From an optimization exercise on the open Yosys and OpenROAD flow, aimed at small area; shortcuts taken in it are not production practice.
Only simulation tests tie the RTL to the original design; equivalence was not proved.

==> flow/design.v <==
package intra_pkg;
    localparam int QUEUE_DEPTH = 4;      
    localparam int ENTRY_W     = 73;     
endpackage
module intra_pred_4x4 (
    input  logic [107:0]                   req,
    output logic [intra_pkg::ENTRY_W-1:0]  entry
);
    logic [15:0]      md;     
    logic [8:0]       mh;     
    logic [8:0][7:0]  s;
    always_comb begin
        md = 16'd0;
        md[req[107:104]] = 1'b1;
    end
    assign mh = {md[8:3], md[2] | (|md[15:9]), md[1:0]};
    assign s[0] = ({8{mh[0] | mh[2] | mh[3] | mh[7]}} & req[103:96])
                | ({8{mh[1]}} & req[39:32])
                | ({8{mh[4] | mh[5]}} & req[79:72])
                | ({8{mh[6] | mh[8]}} & req[15:8]);
    assign s[1] = ({8{mh[0] | mh[2] | mh[3] | mh[7]}} & req[95:88])
                | ({8{mh[1] | mh[8]}} & req[39:32])
                | ({8{mh[4] | mh[5]}} & req[87:80])
                | ({8{mh[6]}} & req[23:16]);
    assign s[2] = ({8{mh[0] | mh[2] | mh[3] | mh[7]}} & req[87:80])
                | ({8{mh[1] | mh[6] | mh[8]}} & req[31:24])
                | ({8{mh[4] | mh[5]}} & req[95:88]);
    assign s[3] = ({8{mh[0] | mh[2] | mh[3] | mh[7]}} & req[79:72])
                | ({8{mh[1] | mh[8]}} & req[23:16])
                | ({8{mh[4] | mh[5]}} & req[103:96])
                | ({8{mh[6]}} & req[39:32]);
    assign s[4] = ({8{mh[0]}} & req[79:72])
                | ({8{mh[1] | mh[2]}} & req[23:16])
                | ({8{mh[3] | mh[7]}} & req[71:64])
                | ({8{mh[4] | mh[5] | mh[6]}} & req[7:0])
                | ({8{mh[8]}} & req[15:8]);
    assign s[5] = ({8{mh[0]}} & req[79:72])
                | ({8{mh[1] | mh[8]}} & req[15:8])
                | ({8{mh[2] | mh[4] | mh[5]}} & req[39:32])
                | ({8{mh[3] | mh[7]}} & req[63:56])
                | ({8{mh[6]}} & req[103:96]);
    assign s[6] = ({8{mh[0] | mh[2] | mh[4] | mh[5]}} & req[31:24])
                | ({8{mh[1] | mh[8]}} & req[15:8])
                | ({8{mh[3] | mh[7]}} & req[55:48])
                | ({8{mh[6]}} & req[95:88]);
    assign s[7] = ({8{mh[0] | mh[1] | mh[2] | mh[7] | mh[8]}} & req[15:8])
                | ({8{mh[3]}} & req[47:40])
                | ({8{mh[4] | mh[5]}} & req[23:16])
                | ({8{mh[6]}} & req[87:80]);
    assign s[8] = mh[4] ? req[15:8] : {mh[8:5], mh[3:0]};    
    assign entry = {mh[4], s};
endmodule
module pred_queue (
    input  logic                            clk,
    input  logic                            rst_n,
    input  logic                            req_strobe,
    input  logic [intra_pkg::ENTRY_W-1:0]   entry,
    input  logic                            residue_strobe,
    output logic [intra_pkg::ENTRY_W-1:0]   head,
    output logic                            head_taken,
    output logic                            overflow_error,
    output logic                            order_error
);
    logic [intra_pkg::ENTRY_W-1:0] mem [intra_pkg::QUEUE_DEPTH];
    logic [1:0] wr_ptr;       
    logic [3:0] rd_sel;       
    logic [2:0] count;        
    logic       pend;         
    logic       full;
    logic       empty;
    logic       push;
    logic       pop;
    logic [1:0] wr_ptr_next;
    logic [2:0] count_next;
    assign full  = count[2];
    assign empty = (count == 3'd0);
    assign push = pend && !full;
    assign pop  = residue_strobe && !empty;
    always_comb begin
        head = '0;
        for (int i = 0; i < intra_pkg::QUEUE_DEPTH; i++) begin
            head = head | ({intra_pkg::ENTRY_W{rd_sel[i]}} & mem[i]);
        end
    end
    assign head_taken     = pop;
    assign overflow_error = pend && full;
    assign order_error    = residue_strobe && empty;
    assign wr_ptr_next = wr_ptr + 2'(push);
    assign count_next  = count + 3'(push) - 3'(pop);
    always_ff @(posedge clk) begin
        if (!rst_n) begin
            wr_ptr <= '0;
            rd_sel <= 4'b0001;
            count  <= '0;
            pend   <= 1'b0;
        end else begin
            wr_ptr <= wr_ptr_next;
            if (pop) begin
                rd_sel <= {rd_sel[2:0], rd_sel[3]};
            end
            count  <= count_next;
            pend   <= req_strobe;
        end
    end
    always_ff @(posedge clk) begin
        if (req_strobe && !count_next[2]) begin
            mem[wr_ptr_next] <= entry;
        end
    end
endmodule
module recon_clip (
    input  logic                           clk,
    input  logic                           rst_n,
    input  logic                           head_taken,
    input  logic [intra_pkg::ENTRY_W-1:0]  head,
    input  logic [15:0][8:0]               residue,
    output logic                           recon_valid,
    output logic [15:0][7:0]               recon
);
    logic [8:0][7:0]   s;      
    logic [7:0][7:0]   a2;     
    logic [7:0][7:0]   a3;     
    logic [8:0]        mh;     
    logic [15:0][7:0]  pred;
    logic [15:0][7:0]  sum_blk;
    logic              ddr;    
    assign ddr = head[72];
    assign mh  = {head[71:68] & {4{!ddr}}, ddr, head[67:64] & {4{!ddr}}};
    assign s[7:0] = head[63:0];
    assign s[8]   = ddr ? head[71:64] : head[63:56];
    function automatic logic [7:0] half_sum(logic [7:0] x, logic [7:0] y, logic cin);
        logic c;
        logic [8:0] t;
        c = cin;
        for (int n = 0; n < 8; n++) begin
            t[n] = x[n] ^ y[n] ^ c;
            c = (x[n] & y[n]) | (c & (x[n] ^ y[n]));
        end
        t[8] = c;
        half_sum = t[8:1];
    endfunction
    function automatic logic [7:0] avg3(logic [7:0] x, logic [7:0] y, logic [7:0] z);
        avg3 = half_sum(half_sum(x, z, 1'b0), y, 1'b1);
    endfunction
    assign a2[0] = half_sum(s[0], s[1], 1'b1);
    assign a2[1] = half_sum(s[1], s[2], 1'b1);
    assign a2[2] = half_sum(s[2], s[3], 1'b1);
    assign a2[3] = half_sum(s[3], s[4], 1'b1);
    assign a2[4] = half_sum(s[4], s[5], 1'b1);
    assign a2[5] = 8'd0;    
    assign a2[6] = 8'd0;    
    assign a2[7] = 8'd0;    
    assign a3[0] = 8'd0;    
    assign a3[1] = avg3(s[0], s[1], s[2]);
    assign a3[2] = avg3(s[1], s[2], s[3]);
    assign a3[3] = avg3(s[2], s[3], s[4]);
    assign a3[4] = avg3(s[3], s[4], s[5]);
    assign a3[5] = avg3(s[4], s[5], s[6]);
    assign a3[6] = avg3(s[5], s[6], s[7]);
    logic [7:0] inner7;
    logic [3:0] pb;        
    logic       dc_c0, dc_c1;
    logic [8:0] dc_s0, dc_s1;
    logic [9:0] dc_t;
    logic [7:0] dc_val;
    function automatic logic [9:0] radd9(logic [8:0] x, logic [8:0] y, logic cin);
        logic c;
        c = cin;
        for (int n = 0; n < 9; n++) begin
            radd9[n] = x[n] ^ y[n] ^ c;
            c = (x[n] & y[n]) | (c & (x[n] ^ y[n]));
        end
        radd9[9] = c;
    endfunction
    assign inner7 = half_sum(s[6], s[8], 1'b0);
    assign a3[7]  = half_sum(inner7, s[7], 1'b1);
    assign pb     = {s[6][0] ^ s[7][0], s[4][0] ^ s[5][0], s[2][0] ^ s[3][0], s[0][0] ^ s[1][0]};
    assign dc_c0  = !(pb[0] & pb[1] & pb[2] & !pb[3]);
    assign dc_c1  = (pb[2:0] == 3'b000) | (pb[3] & (pb[0] ^ pb[1] ^ pb[2]) & !(pb[0] & pb[1] & pb[2]));
    assign dc_s0  = 9'(radd9(9'(a2[0]), 9'(a2[2]), dc_c0));
    assign dc_s1  = 9'(radd9(9'(a2[4]), 9'(inner7), dc_c1));
    assign dc_t   = radd9(dc_s0, dc_s1, 1'b0);
    assign dc_val = dc_t[9:2];
    assign pred[0] = ({8{mh[0]}} & s[0])
                   | ({8{mh[1] | mh[7]}} & a2[0])
                   | ({8{mh[2]}} & dc_val)
                   | ({8{mh[3]}} & a3[1])
                   | ({8{mh[4]}} & a3[4])
                   | ({8{mh[5] | mh[6]}} & a2[3])
                   | ({8{mh[8]}} & a2[1]);
    assign pred[1] = ({8{mh[0] | mh[1]}} & s[1])
                   | ({8{mh[2]}} & dc_val)
                   | ({8{mh[3] | mh[8]}} & a3[2])
                   | ({8{mh[4]}} & a3[3])
                   | ({8{mh[5]}} & a2[2])
                   | ({8{mh[6]}} & a3[4])
                   | ({8{mh[7]}} & a2[1]);
    assign pred[2] = ({8{mh[0]}} & s[2])
                   | ({8{mh[1]}} & a2[0])
                   | ({8{mh[2]}} & dc_val)
                   | ({8{mh[3]}} & a3[3])
                   | ({8{mh[4]}} & a3[2])
                   | ({8{mh[5]}} & a2[1])
                   | ({8{mh[6]}} & a3[5])
                   | ({8{mh[7] | mh[8]}} & a2[2]);
    assign pred[3] = ({8{mh[0] | mh[7]}} & a2[3])
                   | ({8{mh[1] | mh[5]}} & a2[0])
                   | ({8{mh[2]}} & dc_val)
                   | ({8{mh[3]}} & a3[4])
                   | ({8{mh[4]}} & a3[1])
                   | ({8{mh[6]}} & a3[6])
                   | ({8{mh[8]}} & a3[3]);
    assign pred[4] = ({8{mh[0]}} & s[0])
                   | ({8{mh[1]}} & s[2])
                   | ({8{mh[2]}} & dc_val)
                   | ({8{mh[3]}} & a3[2])
                   | ({8{mh[4]}} & a3[5])
                   | ({8{mh[5]}} & a3[4])
                   | ({8{mh[6] | mh[8]}} & a2[2])
                   | ({8{mh[7]}} & a3[1]);
    assign pred[5] = ({8{mh[0]}} & s[1])
                   | ({8{mh[1]}} & s[2])
                   | ({8{mh[2]}} & dc_val)
                   | ({8{mh[3] | mh[5] | mh[6] | mh[8]}} & a3[3])
                   | ({8{mh[4]}} & a3[4])
                   | ({8{mh[7]}} & a3[2]);
    assign pred[6] = ({8{mh[0] | mh[1]}} & s[2])
                   | ({8{mh[2]}} & dc_val)
                   | ({8{mh[3]}} & a3[4])
                   | ({8{mh[4] | mh[7]}} & a3[3])
                   | ({8{mh[5]}} & a3[2])
                   | ({8{mh[6] | mh[8]}} & a2[3]);
    assign pred[7] = ({8{mh[0] | mh[6] | mh[7] | mh[8]}} & a3[4])
                   | ({8{mh[1]}} & s[2])
                   | ({8{mh[2]}} & dc_val)
                   | ({8{mh[3]}} & a3[5])
                   | ({8{mh[4]}} & a3[2])
                   | ({8{mh[5]}} & a3[1]);
    assign pred[8] = ({8{mh[0]}} & s[0])
                   | ({8{mh[1] | mh[8]}} & a2[3])
                   | ({8{mh[2]}} & dc_val)
                   | ({8{mh[3]}} & a3[3])
                   | ({8{mh[4]}} & a3[6])
                   | ({8{mh[5]}} & a3[5])
                   | ({8{mh[6] | mh[7]}} & a2[1]);
    assign pred[9] = ({8{mh[0]}} & s[1])
                   | ({8{mh[1] | mh[5]}} & a2[3])
                   | ({8{mh[2]}} & dc_val)
                   | ({8{mh[3] | mh[8]}} & a3[4])
                   | ({8{mh[4]}} & a3[5])
                   | ({8{mh[6]}} & a3[2])
                   | ({8{mh[7]}} & a2[2]);
    assign pred[10] = ({8{mh[0]}} & s[2])
                   | ({8{mh[1] | mh[7]}} & a2[3])
                   | ({8{mh[2]}} & dc_val)
                   | ({8{mh[3] | mh[8]}} & a3[5])
                   | ({8{mh[4]}} & a3[4])
                   | ({8{mh[5] | mh[6]}} & a2[2]);
    assign pred[11] = ({8{mh[0] | mh[1]}} & a2[3])
                   | ({8{mh[2]}} & dc_val)
                   | ({8{mh[3]}} & a3[6])
                   | ({8{mh[4] | mh[6]}} & a3[3])
                   | ({8{mh[5]}} & a2[1])
                   | ({8{mh[7] | mh[8]}} & a2[4]);
    assign pred[12] = ({8{mh[0] | mh[8]}} & s[0])
                   | ({8{mh[1] | mh[5]}} & a3[6])
                   | ({8{mh[2]}} & dc_val)
                   | ({8{mh[3]}} & a3[4])
                   | ({8{mh[4]}} & a3[7])
                   | ({8{mh[6]}} & a2[0])
                   | ({8{mh[7]}} & a3[2]);
    assign pred[13] = ({8{mh[0]}} & s[1])
                   | ({8{mh[1] | mh[4]}} & a3[6])
                   | ({8{mh[2]}} & dc_val)
                   | ({8{mh[3] | mh[8]}} & a3[5])
                   | ({8{mh[5]}} & a3[4])
                   | ({8{mh[6]}} & a3[1])
                   | ({8{mh[7]}} & a3[3]);
    assign pred[14] = ({8{mh[0]}} & s[2])
                   | ({8{mh[1] | mh[3]}} & a3[6])
                   | ({8{mh[2]}} & dc_val)
                   | ({8{mh[4] | mh[8]}} & a3[5])
                   | ({8{mh[5]}} & a3[3])
                   | ({8{mh[6]}} & a2[1])
                   | ({8{mh[7]}} & a3[4]);
    assign pred[15] = ({8{mh[0] | mh[4]}} & a3[4])
                   | ({8{mh[1] | mh[3]}} & a3[7])
                   | ({8{mh[2]}} & dc_val)
                   | ({8{mh[5] | mh[6]}} & a3[2])
                   | ({8{mh[7] | mh[8]}} & a3[5]);
    function automatic logic [7:0] clip_add(logic [7:0] px, logic [8:0] r);
        logic c;
        logic [7:0] u;
        c = 1'b0;
        for (int n = 0; n < 8; n++) begin
            u[n] = px[n] ^ r[n] ^ c;
            c = (px[n] & r[n]) | (c & (px[n] ^ r[n]));
        end
        clip_add = (c ^ r[8]) ? {8{c}} : u;
    endfunction
    always_comb begin
        for (int n = 0; n < 16; n++) begin
            sum_blk[n] = clip_add(pred[n], residue[n]);
        end
    end
    always_ff @(posedge clk) begin
        if (!rst_n) begin
            recon_valid <= 1'b0;
        end else begin
            recon_valid <= head_taken;
        end
    end
    always_ff @(posedge clk) begin
        recon <= sum_blk;
    end
endmodule
module intra_recon_top (
    input  logic                 clk,
    input  logic                 rst_n,
    input  logic                 req_strobe,
    input  logic [107:0]         req,
    input  logic                 residue_strobe,
    input  logic [15:0][8:0]     residue,
    output logic                 recon_valid,
    output logic [15:0][7:0]     recon,
    output logic                 overflow_error,
    output logic                 order_error
);
    logic [intra_pkg::ENTRY_W-1:0] entry;
    logic [intra_pkg::ENTRY_W-1:0] head;
    logic                          head_taken;
    intra_pred_4x4 intra_pred_4x4_i (
        .req   (req),
        .entry (entry)
    );
    pred_queue pred_queue_i (
        .clk            (clk),
        .rst_n          (rst_n),
        .req_strobe     (req_strobe),
        .entry          (entry),
        .residue_strobe (residue_strobe),
        .head           (head),
        .head_taken     (head_taken),
        .overflow_error (overflow_error),
        .order_error    (order_error)
    );
    recon_clip recon_clip_i (
        .clk         (clk),
        .rst_n       (rst_n),
        .head_taken  (head_taken),
        .head        (head),
        .residue     (residue),
        .recon_valid (recon_valid),
        .recon       (recon)
    );
endmodule
==> flow/flow/run.sh <==
#!/bin/bash
# Standard ORFS layout, with smaller port buffers and a clock tree of smaller
# buffers without dummy loads. Every tool's output goes to a log here.
set -euo pipefail
export BUFFER_PORTS_ARGS="-buffer_cell sky130_fd_sc_hd__buf_1"
export CTS_ARGS="-sink_clustering_enable -repair_clock_nets -dont_use_dummy_load -buf_list sky130_fd_sc_hd__clkbuf_4 -root_buf sky130_fd_sc_hd__clkbuf_8 -sink_clustering_size 10 -sink_clustering_max_diameter 50 -sink_buffer_max_cap_derate 1.0"
bash standard.sh > flow_standard.log 2>&1
==> flow/standard.sh <==
#!/bin/bash
# synth_recipe.tcl (not shown) runs the flow's synth.tcl, then flattens the netlist and writes it again
# the make line also repeats each setting of config.mk as NAME=value (left out here)
make -C /OpenROAD-flow-scripts/flow DESIGN_CONFIG=/design/flow/config.mk WORK_HOME=/design/flow/orfs CLKGATE_MAP_FILE= SYNTH_SCRIPT=/design/flow/synth_recipe.tcl "${@:-finish}"
==> flow/config.mk <==
export PLATFORM = sky130hd
export DESIGN_NAME = intra_recon_top
export DESIGN_NICKNAME = intra_recon_top
export VERILOG_FILES = /design/flow/design.v
export SDC_FILE = /design/flow/constraint.sdc
export NUM_CORES = 4
export LEC_CHECK = 0
export CAP_MARGIN = 20
export CORE_MARGIN = 2
export CORE_UTILIZATION = 40
export SLEW_MARGIN = 20
==> flow/constraint.sdc <==
create_clock -name core_clock -period 10.0 [get_ports {clk}]
set_input_delay 2.0000 -clock core_clock [delete_from_list [all_inputs] [get_ports {clk}]]
set_output_delay 2.0000 -clock core_clock [all_outputs]
set_load 0.01 [all_outputs]
==> key figures, run 1 <==
Clock network
  • Clock-pin transition on the worst setup and hold timing paths: 100 ps
  • Number of clock buffers inserted by TritonCTS: 53
  • Clock Root Buffer: clkbuf_8
  • Maximum level of the CTS H-tree: 2
  • Clock latency on the worst-skew pair: 640 ps
  • CTS tree: built
  • CTS Buffer Depth: 3
  • Hold_buf cts: 0
  • # clock sinks: 431
  • Number of buffers inserted to repair setup after CTS: 0
  • Resized cells post-CTS: 0

GRT
  • Largest net degree at the start of global routing: 74
  • Global-route wire length before repair: 160 mm
  • Global-route congestion overflow total: 0
  • Number of antenna violations at the first check in global routing: 1
  • Total Routing Usage GR: 31.1%
  • Via count of the first global-routing pass: 23302

Final layout
  • FILL cells: 6410
  • Area growth from synthesis to layout: 12.6%
  • Most frequent cells in the layout: buf_1, inv_1, edfxtp_1
  • Commonest non-fill, non-tap cell in the layout: buf_1
  • Net count, final: 3503
  • Finished Cell Area: 30800 um^2
  • Utilization after layout: 45.7%
  • Ratio of cells with drive above 1 in the final layout: 7.77%

Worst setup path
  • Kind of end point of the critical path: flip-flop
  • Maximum fanout count along the critical path: 22
  • Sort of element at the start of the critical path: flip-flop
  • R2R setup slack: 330 ps
  • Reg-to-Reg End: recon_clip_i.recon[87]
  • Setup Crit Path Kind: flip-flop to flip-flop
  • Number of cell instances on the worst register-to-register path: 24
  • Data required time at the worst endpoint: 10510 ps
  • Arrival time reported for the critical path endpoint: 10180 ps
  • FF-to-FF Start: pred_queue_i.rd_sel[3]

Floorplan
  • Die Outline Area: 70500 um^2
  • Row Count: 95
  • Starting density of the core: 40.6%
  • Width of the die: 266 um
  • Die height: 266 um
  • Floorplan core area: 67400 um^2
  • Io pins: 387

Synthesis
  • Largest cells by area after synthesis: edfxtp_1, fa_1, dfxtp_1
  • Post-synthesis cell area: 27400 um^2
  • Cell count after synthesis: 2532
  • Synthesis Warnings: 3
  • Post-synthesis area per instance: 10.8 um^2
  • Library cell with the largest summed area after synthesis: edfxtp_1
  • Post-Syn Nets: 3086
  • Sequential fraction of the synthesis area: 42.2%
  • Yosys top cell area share: 32.1%
  • Fraction of registers with async set or reset after synthesis: 0%
  • Number of synthesized flops with an enable pin: 292
  • Dominant synthesized flop cell: edfxtp_1
  • Library cells used by synthesis: 72
  • Number of storage elements in the synthesis netlist: 431

Timing
  • Worst-case setup margin in the final layout: 325 ps
  • Final critical delay including setup and external delays: 9670 ps
  • Upper clock frequency limit: 103 MHz
  • Unrepaired setup endpoints after global routing: no
  • Share of the clock period used by the worst path: 96.7%
  • Final setup violation count: 0
  • Final hold violations: 0
  • Final Max Slew Viols: 0
  • Setup Total Neg Slack: 0 ps
  • Slew at the pin closest to its max-slew limit: 1100 ps
  • Headroom to the max-slew limit: 26.8%
  • Layout Skew: 67.7 ps

Min path
  • Source of the worst hold timing path: pred_queue_i.count[2]
  • Min-Delay Endpoint: pred_queue_i.count[2]
  • Cell depth of the worst min-delay path: 2
  • Worst min path class: flip-flop to flip-flop

Detailed routing
  • DRC violation count after routing: 0
  • ANT nets after route: 0
  • Per-cell routed wire length: 29.0 um
  • Final wirelength: 111 mm
  • Starting DRT DRC Count: 2680
  • First-pass iteration count of the detailed router: 9
  • Average via count per standard cell: 6.07
  • Vias after detailed routing: 23210

Place
  • Gp weighted congestion: 0.981
  • Cell Area, Placed: 30300 um^2
  • Number of port buffers: 386
  • Post-placement setup slack: 566 ps
  • Placed wire-length estimate: 85.7 mm

Flow run
  • Reported max-cap violation count: 0

Run status
  • Run status: timing/DRC/antenna clean
-- worst max-delay path: stages (launching register included) --
cell	delay, ps
dfxtp_2	500
a22o_1	270
a221oi_1	760
ha_1	280
inv_1	60
fa_1	410
fa_1	440
fa_1	430
fa_1	440
fa_1	430
fa_1	560
fa_1	480
fa_1	400
fa_1	500
inv_1	60
fa_1	440
fa_1	500
or3_1	190
o21ai_0	170
a2111oi_0	870
buf_4	260
fa_1	160
inv_1	50
fa_1	490
maj3_1	400
-- cell usage after synthesis (50+ instances only) --
cell type and count:
inv_1 295, edfxtp_1 292, nand2_1 279, fa_1 269, o21ai_0 140, dfxtp_1 139, nor2_1 130, a22oi_1 113
clkbuf_1 94, o22ai_1 92, a21oi_1 86, a22o_1 54, maj3_1 50
-- registers in the layout (all words and copies together) (netlist names) --
register	flops
pred_queue_i.mem	292
recon_clip_i.recon_valid	1
pred_queue_i.wr_ptr	2
pred_queue_i.rd_sel	4
pred_queue_i.pend	1
recon_clip_i.recon	128
pred_queue_i.count	3
-- how the worst max path moves through the flow --
stage                                start                     end  slack, ps  cells past startpoint
floorplan                   residue_strobe  pred_queue_i.mem[0][0]        360                     11
CTS                 pred_queue_i.rd_sel[3]  recon_clip_i.recon[87]        540                     24
finish              pred_queue_i.rd_sel[3]  recon_clip_i.recon[87]        330                     24
global placement    pred_queue_i.rd_sel[3]  recon_clip_i.recon[80]        720                     24
global route        pred_queue_i.rd_sel[3]  recon_clip_i.recon[80]        180                     24
detailed placement  pred_queue_i.rd_sel[3]  recon_clip_i.recon[87]        570                     24
-- per-layer routing --
metal	vias up	GRT usage [%]	part of all wire, %
li1	9994	-	-
met1	11511	40.5	40
met2	1434	49.7	46
met3	271	4.78	7.7
met4	0	17.3	6.8
met5	-	0	0
-- layout make-up --
| class | instances | area [um^2] | share of cell area (%) |
|---|---|---|---|
| antenna | 1 | 2.50 | 0.00812 |
| clock buffer | 53 | 429 | 1.39 |
| inverter | 295 | 1110 | 3.59 |
| multi-input combinational | 1652 | 14200 | 45.9 |
| sequential | 431 | 11600 | 37.5 |
| tap | 873 | 1090 | 3.55 |
| timing repair buffer | 516 | 2470 | 8.01 |
-- logic make-up after synthesis --
| logic type | Yosys count | synth area share (%) |
|---|---|---|
| DFF | 431 | 42.2 |
| adders and majority gates | 348 | 22.8 |
| and+or+nand+nor | 563 | 8.98 |
| muxes | 5 | 0.188 |
| buffers and inverters | 449 | 6.39 |
| xor gates and xnor gates | 7 | 0.224 |
| AOI/OAI and AO/OA | 729 | 19.1 |
-- metrics by stage --
| stage | cells | hold WS (ps) |
|---|---|---|
| final | 3821 | 650 |
| after global routing | 3820 | 679 |
| after CTS | 3818 | 665 |
| after detailed placement | 3765 | 636 |
| after global placement | 3765 | 598 |
| after floorplan | 2532 | 576 |
==> inputs of run 2 (changes only) <==
--- a/flow/design.v
+++ b/flow/design.v
@@ -130,32 +130,47 @@
     assign s[8]   = ddr ? head[71:64] : head[63:56];
-    function automatic logic [7:0] half_sum(logic [7:0] x, logic [7:0] y, logic cin);
+    logic [7:0][8:0]   pp;     
+    function automatic logic [8:0] pair_sum1(logic [7:0] x, logic [7:0] y);
         logic c;
-        logic [8:0] t;
-        c = cin;
+        c = 1'b1;
         for (int n = 0; n < 8; n++) begin
-            t[n] = x[n] ^ y[n] ^ c;
+            pair_sum1[n] = x[n] ^ y[n] ^ c;
             c = (x[n] & y[n]) | (c & (x[n] ^ y[n]));
         end
-        t[8] = c;
-        half_sum = t[8:1];
+        pair_sum1[8] = c;
     endfunction
-    function automatic logic [7:0] avg3(logic [7:0] x, logic [7:0] y, logic [7:0] z);
-        avg3 = half_sum(half_sum(x, z, 1'b0), y, 1'b1);
+    function automatic logic [7:0] quarter_sum(logic [8:0] u, logic [8:0] v);
+        logic c;
+        logic [9:0] t;
+        c = 1'b0;
+        for (int n = 0; n < 9; n++) begin
+            t[n] = u[n] ^ v[n] ^ c;
+            c = (u[n] & v[n]) | (c & (u[n] ^ v[n]));
+        end
+        t[9] = c;
+        quarter_sum = t[9:2];
     endfunction
-    assign a2[0] = half_sum(s[0], s[1], 1'b1);
-    assign a2[1] = half_sum(s[1], s[2], 1'b1);
-    assign a2[2] = half_sum(s[2], s[3], 1'b1);
-    assign a2[3] = half_sum(s[3], s[4], 1'b1);
-    assign a2[4] = half_sum(s[4], s[5], 1'b1);
-    assign a2[5] = 8'd0;    
-    assign a2[6] = 8'd0;    
-    assign a2[7] = 8'd0;    
+    assign pp[0] = pair_sum1(s[0], s[1]);
+    assign pp[1] = pair_sum1(s[1], s[2]);
+    assign pp[2] = pair_sum1(s[2], s[3]);
+    assign pp[3] = pair_sum1(s[3], s[4]);
+    assign pp[4] = pair_sum1(s[4], s[5]);
+    assign pp[5] = pair_sum1(s[5], s[6]);
+    assign pp[6] = pair_sum1(s[6], s[7]);
+    assign pp[7] = pair_sum1(s[7], s[8]);
+    assign a2[0] = pp[0][8:1];
+    assign a2[1] = pp[1][8:1];
+    assign a2[2] = pp[2][8:1];
+    assign a2[3] = pp[3][8:1];
+    assign a2[4] = pp[4][8:1];
+    assign a2[5] = pp[5][8:1];
+    assign a2[6] = pp[6][8:1];
+    assign a2[7] = pp[7][8:1];
     assign a3[0] = 8'd0;    
-    assign a3[1] = avg3(s[0], s[1], s[2]);
-    assign a3[2] = avg3(s[1], s[2], s[3]);
-    assign a3[3] = avg3(s[2], s[3], s[4]);
-    assign a3[4] = avg3(s[3], s[4], s[5]);
-    assign a3[5] = avg3(s[4], s[5], s[6]);
-    assign a3[6] = avg3(s[5], s[6], s[7]);
-    logic [7:0] inner7;
+    assign a3[1] = quarter_sum(pp[0], pp[1]);
+    assign a3[2] = quarter_sum(pp[1], pp[2]);
+    assign a3[3] = quarter_sum(pp[2], pp[3]);
+    assign a3[4] = quarter_sum(pp[3], pp[4]);
+    assign a3[5] = quarter_sum(pp[4], pp[5]);
+    assign a3[6] = quarter_sum(pp[5], pp[6]);
+    assign a3[7] = quarter_sum(pp[6], pp[7]);
     logic [3:0] pb;        
@@ -174,9 +189,7 @@
     endfunction
-    assign inner7 = half_sum(s[6], s[8], 1'b0);
-    assign a3[7]  = half_sum(inner7, s[7], 1'b1);
     assign pb     = {s[6][0] ^ s[7][0], s[4][0] ^ s[5][0], s[2][0] ^ s[3][0], s[0][0] ^ s[1][0]};
-    assign dc_c0  = !(pb[0] & pb[1] & pb[2] & !pb[3]);
-    assign dc_c1  = (pb[2:0] == 3'b000) | (pb[3] & (pb[0] ^ pb[1] ^ pb[2]) & !(pb[0] & pb[1] & pb[2]));
+    assign dc_c0  = !((pb[0] & pb[1] & (pb[2] | pb[3])) | (pb[2] & pb[3] & (pb[0] | pb[1])));
+    assign dc_c1  = (pb == 4'b0000);
     assign dc_s0  = 9'(radd9(9'(a2[0]), 9'(a2[2]), dc_c0));
-    assign dc_s1  = 9'(radd9(9'(a2[4]), 9'(inner7), dc_c1));
+    assign dc_s1  = 9'(radd9(9'(a2[4]), 9'(a2[6]), dc_c1));
     assign dc_t   = radd9(dc_s0, dc_s1, 1'b0);
==> key figures, run 2 <==
Final layout
  • FILL cells: 6569 (+2.5%)
  • Footprint of the multi-input gates: 14100 um^2 (-0.17%)
  • Footprint of the flip-flops and latches: 11600 um^2 (unchanged)
  • Most frequent cells in the layout: buf_1, inv_1, edfxtp_1
  • Biggest register: pred_queue_i.mem
  • Biggest registers after layout: pred_queue_i.mem (292), recon_clip_i.recon (128), pred_queue_i.rd_sel (4)
  • Max FFs per register: 292 (unchanged)
  • Ratio of cells with drive above 1 in the final layout: 8.04% (+0.27 points)
  • Commonest non-fill, non-tap cell in the layout: buf_1
  • Net count, final: 3458 (-1.3%)
  • Area growth from synthesis to layout: 12.0%

Worst setup path
  • Data required time at the worst endpoint: 10530 ps (+20 ps)
  • Kind of end point of the critical path: flip-flop
  • FF-to-FF Start: pred_queue_i.rd_sel[3]
  • Sort of element at the start of the critical path: flip-flop
  • Arrival time reported for the critical path endpoint: 10080 ps (-100 ps)
  • Critical path capture point: recon_clip_i.recon[105]
  • R2R setup slack: 450 ps (+120 ps)
  • Number of cell instances on the worst register-to-register path: 25 (+4.2%)
  • Setup Crit Path Kind: flip-flop to flip-flop
  • Critical path launch point: pred_queue_i.rd_sel[3]
  • Maximum fanout count along the critical path: 34 (+55%)
  • Reg-to-Reg End: recon_clip_i.recon[105]

GRT
  • Number of antenna violations at the first check in global routing: 3 (+2)
  • Largest net degree at the start of global routing: 74 (unchanged)
  • Total Routing Usage GR: 33.8% (+2.7 points)
  • Via count of the first global-routing pass: 23862 (+2.4%)
  • Global-route wire length before repair: 171 mm (+7.3%)
  • Global-route congestion overflow total: 0 (unchanged)

Synthesis
  • Sequential fraction of the synthesis area: 42.1% (-0.15 points)
  • Yosys top cell area share: 31.9% (-0.11 points)
  • Number of synthesized flops with an enable pin: 292 (unchanged)
  • Library cell with the highest instance count after synthesis: inv_1
  • Synthesis Warnings: 3 (unchanged)
  • Leading post-synthesis cells by instance count: inv_1, edfxtp_1, nand2_1, fa_1, o21ai_0
  • Cell count after synthesis: 2527 (-0.20%)
  • Post-Syn Nets: 3061 (-0.81%)
  • Library cell with the largest summed area after synthesis: edfxtp_1
  • Post-synthesis area per instance: 10.9 um^2 (+0.55%)
  • Largest cells by area after synthesis: edfxtp_1, fa_1, dfxtp_1
  • Post-synthesis cell area: 27500 um^2 (+0.35%)
  • Library cells used by synthesis: 84 (+17%)
  • Fraction of registers with async set or reset after synthesis: 0% (unchanged)
  • Number of storage elements in the synthesis netlist: 431 (unchanged)
  • Dominant synthesized flop cell: edfxtp_1

Floorplan
  • Starting density of the core: 40.2% (-0.35 points)
  • Floorplan core area: 68200 um^2 (+1.2%)
  • Width of the die: 266 um (+0.17%)
  • Row Count: 96 (+1.1%)
  • Die height: 266 um (+0.17%)
  • Die Outline Area: 70700 um^2 (+0.35%)
  • Io pins: 387 (unchanged)

Place
  • Placed wire-length estimate: 93.4 mm (+9.0%)
  • Post-placement setup slack: 482 ps (-83.9 ps)
  • Gp weighted congestion: 1.05 (+7.3%)
  • Number of port buffers: 386 (unchanged)

Flow run
  • Reported max-cap violation count: 0 (unchanged)

Timing
  • Layout Skew: 74.3 ps (+6.63 ps)
  • Share of the clock period used by the worst path: 95.5% (-1.2 points)
  • Worst-case setup margin in the final layout: 449 ps (+124 ps)
  • Final setup violation count: 0 (unchanged)
  • Final hold violations: 0 (unchanged)
  • Setup Total Neg Slack: 0 ps (unchanged)
  • Final critical delay including setup and external delays: 9550 ps (-124 ps)
  • Slew at the pin closest to its max-slew limit: 1170 ps (+76.1 ps)
  • Upper clock frequency limit: 105 MHz (+1.3%)
  • Unrepaired setup endpoints after global routing: no
  • Final Max Slew Viols: 0 (unchanged)
  • Headroom to the max-slew limit: 21.8% (-4.9 points)

Clock network
  • Clock latency on the worst-skew pair: 670 ps (+30 ps)
  • CTS tree: built
  • CTS Buffer Depth: 3 (unchanged)
  • Resized cells post-CTS: 0 (unchanged)
  • Clock Root Buffer: clkbuf_8
  • Number of clock buffers inserted by TritonCTS: 54 (+1.9%)
  • Number of buffers inserted to repair setup after CTS: 0 (unchanged)
  • # clock sinks: 431 (unchanged)
  • Hold_buf cts: 0 (unchanged)
  • Clock-pin transition on the worst setup and hold timing paths: 100 ps (about the same)
  • Maximum level of the CTS H-tree: 2 (unchanged)

Detailed routing
  • DRC violation count after routing: 0 (unchanged)
  • Vias after detailed routing: 23441 (+1.0%)
  • Per-cell routed wire length: 31.6 um (+9.1%)
  • Starting DRT DRC Count: 2717 (+1.4%)
  • Final wirelength: 120 mm (+8.7%)
  • First-pass iteration count of the detailed router: 10 (+1)
  • ANT nets after route: 0 (unchanged)
  • Average via count per standard cell: 6.16 (+1.4%)

Min path
  • Worst min path class: flip-flop to flip-flop

Run status
  • Run status: timing/DRC/antenna clean
-- run 2: cell count changes in the layout (fill, tap and decap cells not counted), moves of 15 or more --
cell,change
nand2_1,-20
inv_1,+29
a221o_1,+24
a22oi_1,-16
nor2_1,-47
buf_4,-16
nor4_1,-15
o22ai_1,-39
fa_1,-28
and2_1,+20
o21ai_0,+18
o211ai_1,+19
a21oi_1,-19
-- run 2: worst min-delay path by stage --
| stage | to | start | cells after the start | slack, ps |
|---|---|---|---|---|
| 2_1_floorplan | pred_queue_i.count[2] | pred_queue_i.count[2] | 2 | 550 |
| 3_3_place_gp | pred_queue_i.count[2] | pred_queue_i.count[2] | 2 | 580 |
| 3_5_place_dp | pred_queue_i.count[2] | pred_queue_i.count[2] | 2 | 630 |
| 4_1_cts | pred_queue_i.count[2] | pred_queue_i.count[2] | 2 | 650 |
| 5_1_grt | pred_queue_i.count[2] | pred_queue_i.count[2] | 2 | 710 |
| 6_report | pred_queue_i.count[2] | pred_queue_i.count[2] | 2 | 640 |
-- run 2: per-stage QoR --
step | cells | util, % | instance area [um^2] | hold slack, ps
2_1_floorplan | 2527 | - | 27500 | 554
3_3_place_gp | 3747 | 44.4 | 30300 | 583
3_5_place_dp | 3747 | 44.4 | 30300 | 625
4_1_cts | 3801 | 45.0 | 30700 | 654
5_1_grt | 3804 | 45.1 | 30700 | 709
6_report | 3806 | 45.1 | 30800 | 643
-- run 2: final cells by class --
class                   count  area share (%)
inverters                 324            3.95
clock buffers              54            1.42
well taps                 882            3.59
flip-flops and latches    431            37.6
multi-input cells        1615            46.0
diodes                      2          0.0163
repair buffers            498            7.48
-- run 2: layer usage --
metal / up-vias / wire (um) / GRT usage [%]
met2: 1328 / 55500 / 54.3
li1: 10030 / - / -
met1: 11743 / 46100 / 41.3
met5: - / 18 / 0
met3: 338 / 9670 / 7.56
met4: 2 / 9100 / 21.4
-- run 2: cells by family (layout without fill, tap and decap cells) --
| family | Yosys count | count (layout) | synth area share, % |
|---|---|---|---|
| compound gates | 777 | 777 | 21.2 |
| simple gates | 501 | 501 | 8.41 |
| buf+inv | 481 | 876 | 6.97 |
| flops | 431 | 431 | 42.1 |
| fa+ha+maj | 327 | 327 | 21.0 |
| xor+xnor | 5 | 5 | 0.160 |
| mux | 5 | 5 | 0.182 |
| other cells | 0 | 2 | 0 |
-- run 2: worst max-delay path, stage by stage, from the launching register on --
cell and delay (ps):
dfxtp_2 850, buf_4 410, a221oi_1 200, ha_1 250, inv_1 70, fa_1 490
fa_1 470, fa_1 410, fa_1 420, fa_1 390, fa_1 400, fa_1 410
fa_1 370, inv_1 90, fa_1 460, fa_1 420, fa_1 490, inv_1 50
o2111ai_1 270, o21ai_0 290, a2111oi_0 940, fa_1 320, inv_1 60, fa_1 460
nor2_1 330, a21oi_1 90

port drivers added, routing unchanged:
In the flow no input, the clock included, has a driving cell. The finished layouts below were timed again as built, in two steps.
Step 1 assumes that a clkbuf_16 drives the clock port and a buf_2 every other input.
Step 2 also shifts input and output timing later by t, the mid clock arrival at the registers, as if the neighbouring blocks saw the same clock.
Slacks: ideal / step 1 / step 2; pairs: ideal / step 1.
run	shift t [ns]	setup slack, ns	worst data-port slew with drivers (ns)
run 1	0.669	0.325 / 0.325 / 0.325	0.08
run 2	0.700	0.449 / 0.449 / 0.449	0.07
After both steps setup and hold are still met in every run listed.
